This is an optimization exercise on Yosys and OpenROAD, whose aim is small area, a short achievable clock period and few clock cycles, not a production implementation.
In this exercise RTL edits were held to simulation tests only and were not proved equivalent to the original.

==> inputs of trial 25 <==
==> flow/design.v <==
`default_nettype none
package dvp_pkg;
  typedef enum logic [2:0] {
    OP_DEF_PROC = 3'd0,
    OP_DEF_RES  = 3'd1,
    OP_SET_HELD = 3'd2,
    OP_DROP_HELD = 3'd3,
    OP_SET_WAIT = 3'd4,
    OP_RECOVER  = 3'd5
  } dvp_op_t;
  typedef enum logic [2:0] {
    ST_ACK        = 3'd0,
    ST_PREEMPT    = 3'd1,
    ST_EMPTY      = 3'd2,
    ST_NO_MEMBERS = 3'd3,
    ST_NO_VICTIM  = 3'd4
  } dvp_status_t;
  typedef enum logic [3:0] {
    S_CLEAR,
    S_IDLE,
    S_G_RD,
    S_G_EV,
    S_B_RD,
    S_B_EV,
    S_B_CMP,
    S_C_RD,
    S_C_EV,
    S_FIN,
    S_REPORT
  } dvp_state_t;
  localparam int unsigned FREE_BITS = 16;
endpackage
`default_nettype wire
`default_nettype none
import dvp_pkg::*;
module deadlock_victim_preemptor #(
  parameter int NUM_PROCESSES = 16,
  parameter int NUM_RESOURCES = 16,
  parameter int COUNT_BITS    = 8
) (
  input  wire              clk,
  input  wire              rst,
  input  wire              cmd_valid,
  output logic             cmd_ready,
  input  wire        [2:0] cmd_op,
  input  wire        [3:0] cmd_process_id,
  input  wire        [3:0] cmd_resource_id,
  input  wire       [15:0] cmd_amount,
  input  wire signed [7:0] cmd_priority_value,
  output logic             rsp_valid,
  input  wire              rsp_ready,
  output logic       [2:0] rsp_status,
  output logic       [3:0] rsp_victim_id,
  output logic       [3:0] rsp_freed_resource,
  output logic       [7:0] rsp_freed_count,
  output logic             rsp_last
);
  localparam int NP = 16;
  localparam int NR = 16;
  localparam int CB = 13;    
  localparam logic [2:0] S_ACK = 3'd0, S_PRE = 3'd1, S_EMP = 3'd2, S_NOM = 3'd3, S_NOV = 3'd4;
  localparam logic [2:0] M_IDLE = 3'd0, M_RC = 3'd1, M_RV = 3'd2, M_RD = 3'd3, M_EMIT = 3'd4;
  logic [NR-1:0] held  [NP];
  logic [NR-1:0] waits [NP];
  logic [7:0]    cnt   [NP][NR];
  logic [7:0]    prio  [NP];
  logic [NP-1:0] pdef;
  logic [NR-1:0] rdef;
  logic [CB-1:0] cost  [NP];
  logic          ord   [NP][NP];    
  logic [2:0]    mode;
  logic          cq_v;
  logic [2:0]    cq_op;
  logic [NP-1:0] cq_p;
  logic [NR-1:0] cq_r;
  logic [7:0]    cq_amt, cq_pr;
  logic          cq_w;
  logic          s2_v, s2_old, s2_h;
  logic [7:0]    s2_c;
  logic [NP-1:0] s2_x;
  logic [CB-1:0] s2_base, s2_a, s2_b;
  logic [NP-1:0] cand_q, win_q;
  logic [NR-1:0] fhv_q;
  logic          anyw_q, cany_q, multiv_q;
  logic [NR-1:0] rem;
  logic [1:0]    qn;
  logic [19:0]   qh, qs;
  logic s1_def, s1_res, s1_set, s1_drop, s1_wait, s1_ack;
  assign s1_def  = cq_v && cq_op == 3'd0;
  assign s1_res  = cq_v && cq_op == 3'd1;
  assign s1_set  = cq_v && cq_op == 3'd2;
  assign s1_drop = cq_v && cq_op == 3'd3;
  assign s1_wait = cq_v && cq_op == 3'd4;
  assign s1_ack  = cq_v && cq_op != 3'd5;
  logic [NR-1:0] waited, wd;
  logic [NP-1:0] cand, win;
  always_comb begin
    waited = '0;
    for (int p = 0; p < NP; p++) waited = waited | waits[p];
    wd = waited & rdef;
    for (int p = 0; p < NP; p++) begin
      logic c;
      c = |waits[p];
      for (int r = 0; r < NR; r++)
        c = c | (wd[r] & held[p][r] & (|cnt[p][r]));
      cand[p] = c & pdef[p];
    end
    for (int p = 0; p < NP; p++) begin
      logic w;
      w = cand_q[p];
      for (int q = 0; q < NP; q++) begin
        if (q < p) w = w & (!cand_q[q] | !ord[q][p]);
        if (q > p) w = w & (!cand_q[q] | ord[p][q]);
      end
      win[p] = w;
    end
  end
  logic          rec_rd;
  logic [NP-1:0] rsel;
  logic [NR-1:0] csel, rd_held_row, fhv, lowrem, rem_after;
  logic [NR-1:0] fh [NP];      
  logic [NP-1:0] multi;        
  logic [7:0]    rd_cnt_row [NR];
  logic [7:0]    rd_cnt, s1_cnt;
  logic          s1_held, multiv;
  assign rec_rd = (mode == M_RD) || (mode == M_EMIT);
  always_comb begin
    for (int p = 0; p < NP; p++) begin
      logic seen;
      seen = 1'b0;
      for (int r = 0; r < NR; r++) begin
        fh[p][r] = held[p][r] && !seen;
        seen = seen || held[p][r];
      end
      multi[p] = |(held[p] & ~fh[p]);
    end
    fhv = '0; multiv = 1'b0;
    for (int p = 0; p < NP; p++) begin
      if (win[p]) begin
        fhv    = fhv | fh[p];
        multiv = multiv | multi[p];
      end
    end
    begin
      logic s2;
      s2 = 1'b0;
      for (int r = 0; r < NR; r++) begin
        lowrem[r] = rem[r] && !s2;
        s2 = s2 || rem[r];
      end
    end
    rem_after = rem & ~lowrem;
    rsel = rec_rd ? win_q : cq_p;
    rd_held_row = '0;
    for (int r = 0; r < NR; r++) rd_cnt_row[r] = '0;
    for (int p = 0; p < NP; p++) begin
      if (rsel[p]) begin
        rd_held_row = rd_held_row | held[p];
        for (int r = 0; r < NR; r++) rd_cnt_row[r] = rd_cnt_row[r] | cnt[p][r];
      end
    end
    csel = (mode == M_RD) ? fhv_q : lowrem;
    rd_cnt = '0; s1_cnt = '0; s1_held = 1'b0;
    for (int r = 0; r < NR; r++) begin
      if (csel[r]) rd_cnt = rd_cnt | rd_cnt_row[r];
      if (cq_r[r]) begin
        s1_cnt  = s1_cnt | rd_cnt_row[r];
        s1_held = s1_held | rd_held_row[r];
      end
    end
  end
  logic [7:0] pr_old, vprio;
  logic [3:0] wid;
  always_comb begin
    pr_old = '0; vprio = '0; wid = '0;
    for (int p = 0; p < NP; p++) begin
      if (cq_p[p] && pdef[p]) pr_old = pr_old | prio[p];
      if (win[p]) vprio = vprio | prio[p];
      if (win_q[p]) wid = wid | 4'(p);
    end
  end
  logic [CB-1:0] c_base, c_b, c_s, c_c, c_new, x_cost;
  logic [NP-1:0] gtx, cmp;
  logic          fwd;
  always_comb begin
    x_cost = '0;
    for (int p = 0; p < NP; p++)
      if (cq_p[p]) x_cost = x_cost | cost[p];
    fwd = s2_v && |(s2_x & cq_p);
    c_base = s2_base;
    c_b = s2_b | ((s2_old && s2_h) ? ~{{(CB-8){1'b0}}, s2_c} : '0);
    c_s   = c_base ^ s2_a ^ c_b;
    c_c   = {((c_base[CB-2:0] & s2_a[CB-2:0]) | (c_base[CB-2:0] & c_b[CB-2:0]) |
              (s2_a[CB-2:0] & c_b[CB-2:0])), 1'b0};
    begin
      logic [CB-1:0] g, pp;
      g = c_s & c_c; pp = c_s ^ c_c;
      for (int d = 1; d < CB; d = d * 2) begin
        for (int i = CB - 1; i >= d; i--) begin
          g[i]  = g[i] | (pp[i] & g[i-d]);
          pp[i] = pp[i] & pp[i-d];
        end
      end
      c_new = c_s ^ c_c ^ {g[CB-2:0], 1'b0};
    end
    for (int q = 0; q < NP; q++) begin
      gtx[q] = 1'b0;
      for (int p = 0; p < q; p++) gtx[q] = gtx[q] | s2_x[p];
      begin
        logic [CB:0] xa, yb, lt, eq;
        xa = {c_new, 1'b0}; yb = {cost[q], gtx[q]};
        lt = ~xa & yb; eq = ~(xa ^ yb);
        for (int d = 1; d <= CB; d = d * 2) begin
          for (int i = 0; i + d <= CB; i = i + 2 * d) begin
            lt[i] = lt[i+d] | (eq[i+d] & lt[i]);
            eq[i] = eq[i+d] & eq[i];
          end
        end
        cmp[q] = lt[0];
      end
    end
  end
  logic [3:0] rb_rv, rb_em;
  always_comb begin
    rb_rv = '0; rb_em = '0;
    for (int r = 0; r < NR; r++) begin
      if (fhv_q[r])  rb_rv = rb_rv | 4'(r);
      if (lowrem[r]) rb_em = rb_em | 4'(r);
    end
  end
  logic        pop, room, rd_push, em_push, push, rec_last, accept, vic;
  logic [19:0] pd;
  assign pop      = (qn != 2'd0) && rsp_ready;
  assign room     = (qn != 2'd2) || rsp_ready;
  assign vic      = anyw_q && cany_q;
  assign rd_push  = (mode == M_RD) && room;
  assign em_push  = (mode == M_EMIT) && room;
  assign push     = s1_ack || rd_push || em_push;
  assign rec_last = (rd_push && !(vic && multiv_q)) || (em_push && rem_after == '0);
  assign cmd_ready = (mode == M_IDLE || rec_last) &&
                     ({1'b0, qn} + {2'b00, push} <= {2'b00, pop} + 3'd1);
  assign accept    = cmd_valid && cmd_ready && !rst;
  always_comb begin
    pd = {S_ACK, 4'd0, 4'd0, 8'd0, 1'b1};
    if (mode == M_RD) begin
      if (!anyw_q)                 pd = {S_NOM, 4'd0, 4'd0, 8'd0, 1'b1};
      else if (!cany_q)            pd = {S_NOV, 4'd0, 4'd0, 8'd0, 1'b1};
      else if (fhv_q == '0)        pd = {S_EMP, wid, 4'd0, 8'd0, 1'b1};
      else                         pd = {S_PRE, wid, rb_rv, rd_cnt, !multiv_q};
    end else if (mode == M_EMIT) begin
      pd = {S_PRE, wid, rb_em, rd_cnt, (rem_after == '0)};
    end
  end
  logic vic_load;    
  assign vic_load = (mode == M_RV) && anyw_q && cany_q;
  always_ff @(posedge clk) begin
    if (rst) begin
      mode <= M_IDLE;
      cq_v <= 1'b0;
      s2_v <= 1'b0;
      qn   <= 2'd0;
    end else begin
      case (qn)
        2'd0: if (push) begin qh <= pd; qn <= 2'd1; end
        2'd1: begin
          if (pop && push) qh <= pd;
          else if (!pop && push) begin qs <= pd; qn <= 2'd2; end
          else if (pop) qn <= 2'd0;
        end
        default: if (pop) begin
          qh <= qs;
          if (push) qs <= pd; else qn <= 2'd1;
        end
      endcase
      cq_v <= accept;
      s2_v <= s1_def || s1_set || s1_drop || vic_load;
      case (mode)
        M_IDLE: if (accept && cmd_op == 3'd5) mode <= M_RC;
        M_RC:   mode <= M_RV;
        M_RV:   mode <= M_RD;
        M_RD:   if (rd_push) mode <= (vic && multiv_q) ? M_EMIT : M_IDLE;
        M_EMIT: if (em_push && rem_after == '0) mode <= M_IDLE;
        default: mode <= M_IDLE;
      endcase
      if (rec_last && accept && cmd_op == 3'd5) mode <= M_RC;
    end
  end
  always_ff @(posedge clk) begin
    if (accept) begin
      cq_op  <= cmd_op;
      cq_p   <= '0; cq_p[cmd_process_id] <= 1'b1;
      cq_r   <= '0; cq_r[cmd_resource_id] <= 1'b1;
      cq_amt <= cmd_amount[7:0];
      cq_pr  <= cmd_priority_value;
      cq_w   <= cmd_amount[0];
    end
    if (vic_load) begin
      s2_x <= win; s2_old <= 1'b0;
      s2_base <= CB'(129);    
      s2_a <= '0;
      s2_b <= ~{{(CB-8){vprio[7]}}, vprio};
    end else begin
      s2_x <= cq_p; s2_old <= (cq_op != 3'd0);
      s2_base <= fwd ? c_new : x_cost;
      if (cq_op == 3'd0) begin
        s2_a <= {{(CB-8){pr_old[7]}}, pr_old};
        s2_b <= -{{(CB-8){cq_pr[7]}}, cq_pr};
      end else begin
        s2_a <= (cq_op == 3'd2) ? {{(CB-8){1'b0}}, cq_amt} + 13'd1 : '0;
        s2_b <= '0;
      end
    end
    s2_h <= s1_held; s2_c <= s1_cnt;
    if (mode == M_RC) begin
      cand_q <= cand;
      anyw_q <= |waited;
      cany_q <= |cand;
    end
    if (mode == M_RV) begin
      win_q    <= win;
      fhv_q    <= fhv;
      multiv_q <= multiv;
    end
    if (rd_push) rem <= rd_held_row & ~fhv_q;
    else if (em_push) rem <= rem_after;
  end
  always_ff @(posedge clk) begin
    for (int p = 0; p < NP; p++) begin
      for (int r = 0; r < NR; r++)
        if (s1_set && cq_p[p] && cq_r[r]) cnt[p][r] <= cq_amt;
      if (s1_def && cq_p[p]) prio[p] <= cq_pr;
    end
  end
  always_ff @(posedge clk) begin
    if (rst) begin
      for (int p = 0; p < NP; p++) begin
        held[p] <= '0; waits[p] <= '0;
      end
      pdef <= '0; rdef <= '0;
    end else begin
      for (int p = 0; p < NP; p++) begin
        for (int r = 0; r < NR; r++) begin
          if (cq_p[p] && cq_r[r]) begin
            if (s1_set) held[p][r] <= 1'b1;
            if (s1_drop) held[p][r] <= 1'b0;
            if (s1_wait) waits[p][r] <= cq_w;
          end
        end
        if (rd_push && vic && win_q[p]) begin
          held[p] <= '0; waits[p] <= '0;
        end
        if (s1_def && cq_p[p]) pdef[p] <= 1'b1;
      end
      for (int r = 0; r < NR; r++)
        if (s1_res && cq_r[r]) rdef[r] <= 1'b1;
    end
  end
  always_ff @(posedge clk) begin
    if (rst) begin
      for (int p = 0; p < NP; p++) begin
        cost[p] <= CB'(128);
        for (int q = 0; q < NP; q++) ord[p][q] <= 1'b1;
      end
    end else if (s2_v) begin
      for (int p = 0; p < NP; p++) begin
        if (s2_x[p]) cost[p] <= c_new;
        for (int q = p + 1; q < NP; q++) begin
          if (s2_x[p]) ord[p][q] <= cmp[q];
          else if (s2_x[q]) ord[p][q] <= !cmp[p];
        end
      end
    end
  end
  assign rsp_valid = (qn != 2'd0);
  assign {rsp_status, rsp_victim_id, rsp_freed_resource, rsp_freed_count, rsp_last} = qh;
endmodule
`default_nettype wire
==> flow/run.sh <==
#!/bin/bash
# synth_recipe.tcl (not shown) runs the flow's synth.tcl, then flattens the netlist and writes it again
# the make line also repeats each setting of config.mk as NAME=value (left out here)
make -C /OpenROAD-flow-scripts/flow DESIGN_CONFIG=/design/flow/config.mk WORK_HOME=/design/flow/orfs CLKGATE_MAP_FILE= SYNTH_SCRIPT=/design/flow/synth_recipe.tcl finish
==> flow/config.mk <==
export PLATFORM = sky130hd
export DESIGN_NAME = deadlock_victim_preemptor
export DESIGN_NICKNAME = deadlock_victim_preemptor
export VERILOG_FILES = /design/flow/design.v
export SDC_FILE = /design/flow/constraint.sdc
export NUM_CORES = 4
export LEC_CHECK = 0
export CAP_MARGIN = 20
export CORE_MARGIN = 2
export CORE_UTILIZATION = 45
export CTS_CLUSTER_DIAMETER = 100
export CTS_CLUSTER_SIZE = 40
export GPL_TIMING_DRIVEN = 0
export PLACE_DENSITY = 0.6
export SETUP_SLACK_MARGIN = 0.5
export SLEW_MARGIN = 20
==> flow/constraint.sdc <==
create_clock -name core_clock -period 6.0 [get_ports {clk}]
set_input_delay 1.2000 -clock core_clock [delete_from_list [all_inputs] [get_ports {clk}]]
set_output_delay 1.2000 -clock core_clock [all_outputs]
set_load 0.01 [all_outputs]
==> trial 67: changes against trial 25 <==
--- a/flow/design.v
+++ b/flow/design.v
@@ -118,29 +118,24 @@
   logic          rec_rd;
   logic [NP-1:0] rsel;
   logic [NR-1:0] csel, rd_held_row, fhv, lowrem, rem_after;
-  logic [NR-1:0] fh [NP];      
-  logic [NP-1:0] multi;        
+  logic [NR-1:0] vrow;         
   logic [7:0]    rd_cnt_row [NR];
   logic [7:0]    rd_cnt, s1_cnt;
   logic          s1_held, multiv;
   assign rec_rd = (mode == M_RD) || (mode == M_EMIT);
   always_comb begin
-    for (int p = 0; p < NP; p++) begin
+    vrow = '0;
+    for (int p = 0; p < NP; p++)
+      if (win[p]) vrow = vrow | held[p];
+    begin
       logic seen;
       seen = 1'b0;
       for (int r = 0; r < NR; r++) begin
-        fh[p][r] = held[p][r] && !seen;
-        seen = seen || held[p][r];
-      end
-      multi[p] = |(held[p] & ~fh[p]);
-    end
-    fhv = '0; multiv = 1'b0;
-    for (int p = 0; p < NP; p++) begin
-      if (win[p]) begin
-        fhv    = fhv | fh[p];
-        multiv = multiv | multi[p];
+        fhv[r] = vrow[r] && !seen;
+        seen = seen || vrow[r];
       end
     end
+    multiv = |(vrow & ~fhv);
     begin
       logic s2;
       s2 = 1'b0;
@@ -321,7 +316,7 @@
       fhv_q    <= fhv;
       multiv_q <= multiv;
     end
-    if (rd_push) rem <= rd_held_row & ~fhv_q;
+    if (mode == M_RV) rem <= vrow & ~fhv;
     else if (em_push) rem <= rem_after;
   end
   always_ff @(posedge clk) begin
- CORE_UTILIZATION: 45 -> 40
- CTS_CLUSTER_DIAMETER: 100 -> unset
- CTS_CLUSTER_SIZE: 40 -> unset
- GPL_TIMING_DRIVEN: 0 -> unset
- SETUP_SLACK_MARGIN: 0.5 -> 0.4
==> build 43: changes against trial 25 <==
--- a/flow/design.v
+++ b/flow/design.v
@@ -75,8 +75,7 @@
   logic [NR-1:0] cq_r;
   logic [7:0]    cq_amt, cq_pr;
   logic          cq_w;
-  logic          s2_v, s2_old, s2_h;
-  logic [7:0]    s2_c;
+  logic          s2_v, s2_zero, s2_vic;
   logic [NP-1:0] s2_x;
   logic [CB-1:0] s2_base, s2_a, s2_b;
   logic [NP-1:0] cand_q, win_q;
@@ -188,7 +187,7 @@
       if (cq_p[p]) x_cost = x_cost | cost[p];
     fwd = s2_v && |(s2_x & cq_p);
     c_base = s2_base;
-    c_b = s2_b | ((s2_old && s2_h) ? ~{{(CB-8){1'b0}}, s2_c} : '0);
+    c_b = s2_b;
     c_s   = c_base ^ s2_a ^ c_b;
     c_c   = {((c_base[CB-2:0] & s2_a[CB-2:0]) | (c_base[CB-2:0] & c_b[CB-2:0]) |
               (s2_a[CB-2:0] & c_b[CB-2:0])), 1'b0};
@@ -295,22 +294,21 @@
       cq_w   <= cmd_amount[0];
     end
     if (vic_load) begin
-      s2_x <= win; s2_old <= 1'b0;
+      s2_x <= win; s2_zero <= 1'b1; s2_vic <= 1'b1;
       s2_base <= CB'(129);    
       s2_a <= '0;
       s2_b <= ~{{(CB-8){vprio[7]}}, vprio};
     end else begin
-      s2_x <= cq_p; s2_old <= (cq_op != 3'd0);
+      s2_x <= cq_p; s2_zero <= 1'b0; s2_vic <= 1'b0;
       s2_base <= fwd ? c_new : x_cost;
       if (cq_op == 3'd0) begin
         s2_a <= {{(CB-8){pr_old[7]}}, pr_old};
         s2_b <= -{{(CB-8){cq_pr[7]}}, cq_pr};
       end else begin
         s2_a <= (cq_op == 3'd2) ? {{(CB-8){1'b0}}, cq_amt} + 13'd1 : '0;
-        s2_b <= '0;
+        s2_b <= s1_held ? ~{{(CB-8){1'b0}}, s1_cnt} : '0;
       end
     end
-    s2_h <= s1_held; s2_c <= s1_cnt;
     if (mode == M_RC) begin
       cand_q <= cand;
       anyw_q <= |waited;
- SETUP_SLACK_MARGIN: 0.5 -> 0.3
==> implementation parameters <==
Parameter                              Value

Status
  Outcome    did not finish
  Last flow stage reached    5_1_grt
  First Err    [ERROR GRT-0116] Global routing finished with congestion. Check the congestion regions in the DRC Viewer.

Synthesis
  Mean instance size in the synthesized netlist    10.4 um2
  Mux contribution to synthesized area    0.103%
  Post-synthesis share of cell area spent on xor and xnor gates    0.168%
  Part of the Yosys area used for sequential elements    58.8%
  Synthesized-area fraction occupied by and/or/nand/nor cells    19.5%
  Largest family of logic cells by synthesized area    simple AND/OR/NAND/NOR gates
  Number of distinct library cell variants in the gate-level netlist after synthesis    102
  Top-area cell type share of the netlist area    46.4%

Placement
  Count of input and output buffers    46
  Placer Congestion    1.37

GRT
  Met3 routing resource usage after global routing    69.9%
# the run above: trial 25

==> implementation parameters <==
Parameter                              Value

Synthesis
  Post-synthesis share of cell area spent on xor and xnor gates    0.149%
  Largest family of logic cells by synthesized area    compound AO/OA/AOI/OAI gates
  Mux contribution to synthesized area    0.206%
  Synthesized-area fraction occupied by and/or/nand/nor cells    15.6%
  Mean instance size in the synthesized netlist    11.4 um2

Status
  Outcome  timing/DRC/antenna clean

GRT
  Met3 routing resource usage after global routing    14.6%

Placement
  Placer Congestion    1.06
  Count of input and output buffers    52
# the run above: trial 67

==> implementation parameters <==
Parameter                              Value

Die
  Initial Utilization    45.2%

Status
  Outcome    did not finish
  First Err    [ERROR GRT-0116] Global routing finished with congestion. Check the congestion regions in the DRC Viewer.
  Last flow stage reached    5_1_grt

Synthesis
  Synthesized-area fraction occupied by and/or/nand/nor cells    15.3%
  Top-area cell type share of the netlist area    45.7%
  Largest family of logic cells by synthesized area    compound AO/OA/AOI/OAI gates
  Number of distinct library cell variants in the gate-level netlist after synthesis    94
  Mean instance size in the synthesized netlist    10.9 um2
  Mux contribution to synthesized area    0.130%
  Part of the Yosys area used for sequential elements    57.8%

Placement
  Placer Congestion    1.36
  Count of input and output buffers    48

Clocking
  Clock sink total    3265
# the run above: build 43

Testbench counts of trial 25, summed over its fixed seeds: cycles 5,483.
Testbench counts of trial 67, summed over its fixed seeds: cycles 5,483.
Testbench counts of build 43, summed over its fixed seeds: cycles 5,483.

re-timing with driven ports:
The results above use ideal ports. As a check the final layout listed here was re-extracted and re-timed, cells and wires unchanged.
Step 1 sets driving cells, clkbuf_16 on the clock port and buf_2 on the other inputs (assumed; they add their load-dependent delay and slew).
Step 2 also shifts input and output timing later by t, the mid clock arrival at the registers, as if the neighbouring blocks saw the same clock.
a / b / c = ideal ports / drivers / drivers and shift; a / b = the first two.
run: trial 67
t, ns: 1.109
setup slack, ns: 0.398 / 0.396 / 0.398
hold slack, ns: 0.461 / 0.461 / 0.461
worst setup path after step 2: register to register
worst data-port slew with drivers (ns): 0.13
After both steps trial 67 still meets setup and hold. The setup slack of trial 67 moves by -0.002 ns with the drivers and by 0.000 ns with both steps.
